This design comes from an exercise in tuning for small area, a short achievable clock period and few clock cycles on the open sky130 flow, not from production work.
The RTL was checked by simulation tests, not by an equivalence proof against the original design.

==> flow/design.v (excerpt) <==
module rc_channel_conditioner (
  input  wire                                   clk_i,
  input  wire                                   rst_ni,
  input  wire                                   cfg_valid_i,
  output logic                                  cfg_ready_o,
  input  wire  [rcc_pkg::CFG_INDEX_BITS-1:0]    cfg_index_i,
  input  wire  [rcc_pkg::CFG_DATA_BITS-1:0]     cfg_data_i,
  input  wire                                   in_valid_i,
  output logic                                  in_ready_o,
  input  wire  [rcc_pkg::CH_BITS-1:0]           channel_index_i,
  input  wire  [rcc_pkg::SAMPLE_BITS-1:0]       raw_value_i,
  input  wire                                   fail_safe_i,
  output logic                                  out_valid_o,
  input  wire                                   out_ready_i,
  output logic signed [rcc_pkg::VALUE_BITS-1:0] conditioned_value_o,
  output logic                                  rising_edge_o,
  output logic                                  falling_edge_o,
  output logic                                  zero_span_o
);
Size in the first run: ~2,400 cells after synthesis, roughly 90 I/O pins, roughly 0.024 mm2 of cells after synthesis.
clock: 11.0 ns
lec_check: 0
cap_margin: 20
core_margin: 2
core_utilization: 35
cts_cluster_diameter: 60
cts_cluster_size: 30
setup_slack_margin: 5
slew_margin: 20
standard.sh (not shown) runs the stock make flow with config.mk's settings and CLKGATE_MAP_FILE= SYNTH_SCRIPT=/design/flow/synth_recipe.tcl, a recipe that flattens the netlist after the stock synthesis.
==> flow/flow/run.sh <==
#!/bin/bash
# The standard layout (standard.sh), with the input and output port
# buffers made of sky130_fd_sc_hd__buf_1 cells instead of the delay buffers
# the placer picks by default. Every port still gets its buffer.
set -euo pipefail
export BUFFER_PORTS_ARGS="-buffer_cell sky130_fd_sc_hd__buf_1"
bash standard.sh > standard.log 2>&1
The baseline finished with timing, DRC and antenna clean.
Testbench counts at the start, summed over its fixed seeds: cycles 12,326.
Edit:
--- a/flow/design.v
+++ b/flow/design.v
@@ -59,38 +59,38 @@
         3'd4: sh_q  <= cfg_data_i[15:0];
         3'd5: tl_q  <= cfg_data_i[10:0];
         3'd6: th_q  <= cfg_data_i[10:0];
         default: ;
       endcase
     end
   end
-  logic [15:0] s_q;        
   logic        spos_q;     
   logic        sdiv_q;     
   logic [3:0]  neg_q;      
+  logic [15:0] sdiff;      
   logic [15:0] nsl;        
   logic        cfg_hold;
   always_ff @(posedge clk_i or negedge rst_ni) begin
     if (!rst_ni) cfg_hold <= 1'b1;
     else         cfg_hold <= cfg_valid_i;
   end
   logic [16:0] s_full;
   assign s_full = {sh_q[15], sh_q} - {sl_q[15], sl_q};
-  assign nsl  = 16'd0 - sl_q;
-  always_ff @(posedge clk_i) begin
-    s_q    <= s_full[15:0];
+  assign sdiff    = s_full[15:0];
+  assign nsl    = 16'd0 - sl_q;
+  always_ff @(posedge clk_i) begin
     spos_q <= !s_full[16] && (s_full[15:0] != 16'd0);
     sdiv_q <= !s_full[16] && (s_full[15:1] != 15'd0);
     for (int i = 0; i < 4; i++) neg_q[i] <= (hi_q[i] < lo_q[i]);
   end
   logic [3:0] msb;
   logic [2:0] grp0;
   always_comb begin
     msb = 4'd0;
-    for (int i = 0; i < 16; i++) if (s_q[i]) msb = 4'(i);
+    for (int i = 0; i < 16; i++) if (sdiff[i]) msb = 4'(i);
   end
   assign grp0 = msb[0] ? msb[3:1] : (msb[3:1] - 3'd1);
   logic        in_v, in_st, in_fs, in_zs, in_nz, in_go;
   logic [3:0]  in_ch;
   logic [11:0] in_d;       
   logic [11:0] in_nn;      
   logic [11:0] in_dmn;     
@@ -152,19 +152,19 @@
       in_nz   <= (raw_value_i != lo);
       in_d    <= (channel_index_i[3:2] == 2'b00) ? dsg : {1'b0, raw_value_i};
       in_nn   <= nn;
       in_dmn  <= dmn;
       in_dm2n <= dm2n;
       in_go   <= 1'b0;
       cnt     <= grp0;
-      bq      <= s_q[{grp0, 1'b0} +: 2];
+      bq      <= sdiff[{grp0, 1'b0} +: 2];
     end else if (step) begin
       in_go   <= 1'b1;
       cnt     <= cnt - 3'd1;
-      bq      <= s_q[{cnt - 3'd1, 1'b0} +: 2];
+      bq      <= sdiff[{cnt - 3'd1, 1'b0} +: 2];
     end
   end
   logic [2:0][10:0] r_s;
   logic [1:0]       dga, dgc;
   logic [1:0][10:0] t0;
   logic [1:0][12:0] t1, t2;
   always_comb begin
@@ -184,15 +184,15 @@
     end else if (step) begin
       rq <= r_s[2];
     end
     if (step) begin
       aq <= {(in_go ? aq[13:0] : 14'd0), dga[0], dga[1]};
       cq <= {(in_go ? cq[13:0] : 14'd0), dgc[0], dgc[1]};
     end else if (st_done) begin
-      aq <= in_sat ? s_q : 16'd0;
+      aq <= in_sat ? sdiff : 16'd0;
       cq <= 16'd0;
     end else if (ns_hold) begin
       aq <= {4'd0, in_d};
     end
   end
   always_ff @(posedge clk_i or negedge rst_ni) begin
     if (!rst_ni) begin
After rerunning: The changed run finished with timing, DRC and antenna clean. First-iteration DRC count shrinks by 9.6%. Maximum frequency went down by 3.1%. Routed wire length falls by about 3.6%. Global-route usage falls by 0.29 points. Cell area goes down by 1.2%. Setup slack is worse by 180 ps. Synthesized cell count is lower by 4.6%. Sequential cell count shrinks by 16. Final cell count goes down by 2.5%. Synthesized area is lower by about 3.6%.
Testbench counts after the change, summed over its fixed seeds: cycles 12,326.

==> afterwards: timing with drivers on the ports <==
Ports are ideal in the flow. The routed layouts listed here were re-timed in OpenROAD.
Step 1 sets driving cells, clkbuf_16 on the clock port and buf_2 on the other inputs (assumed; they add their load-dependent delay and slew).
Step 2 also shifts input and output timing later by t, the mid clock arrival at the registers, as if the neighbouring blocks saw the same clock.
Three values: ideal ports, drivers, drivers and shift; two values: the first two.
run | shift t [ns] | slack for setup (ns) | latest minus earliest clock arrival (ns) | slew at the worst register clock pin (ns) | worst data-port slew with drivers (ns)
the first run | 0.657 | 5.246 / 5.274 / 4.617 | 0.042 / 0.042 | 0.11 / 0.11 | 0.07
the second run | 0.625 | 5.064 / 5.078 / 4.453 | 0.033 / 0.033 | 0.09 / 0.09 | 0.09
After both steps setup and hold are still met in every run listed. For the first run, which loses most, drivers alone change the setup slack by +0.028 ns; drivers and shift together by -0.629 ns.
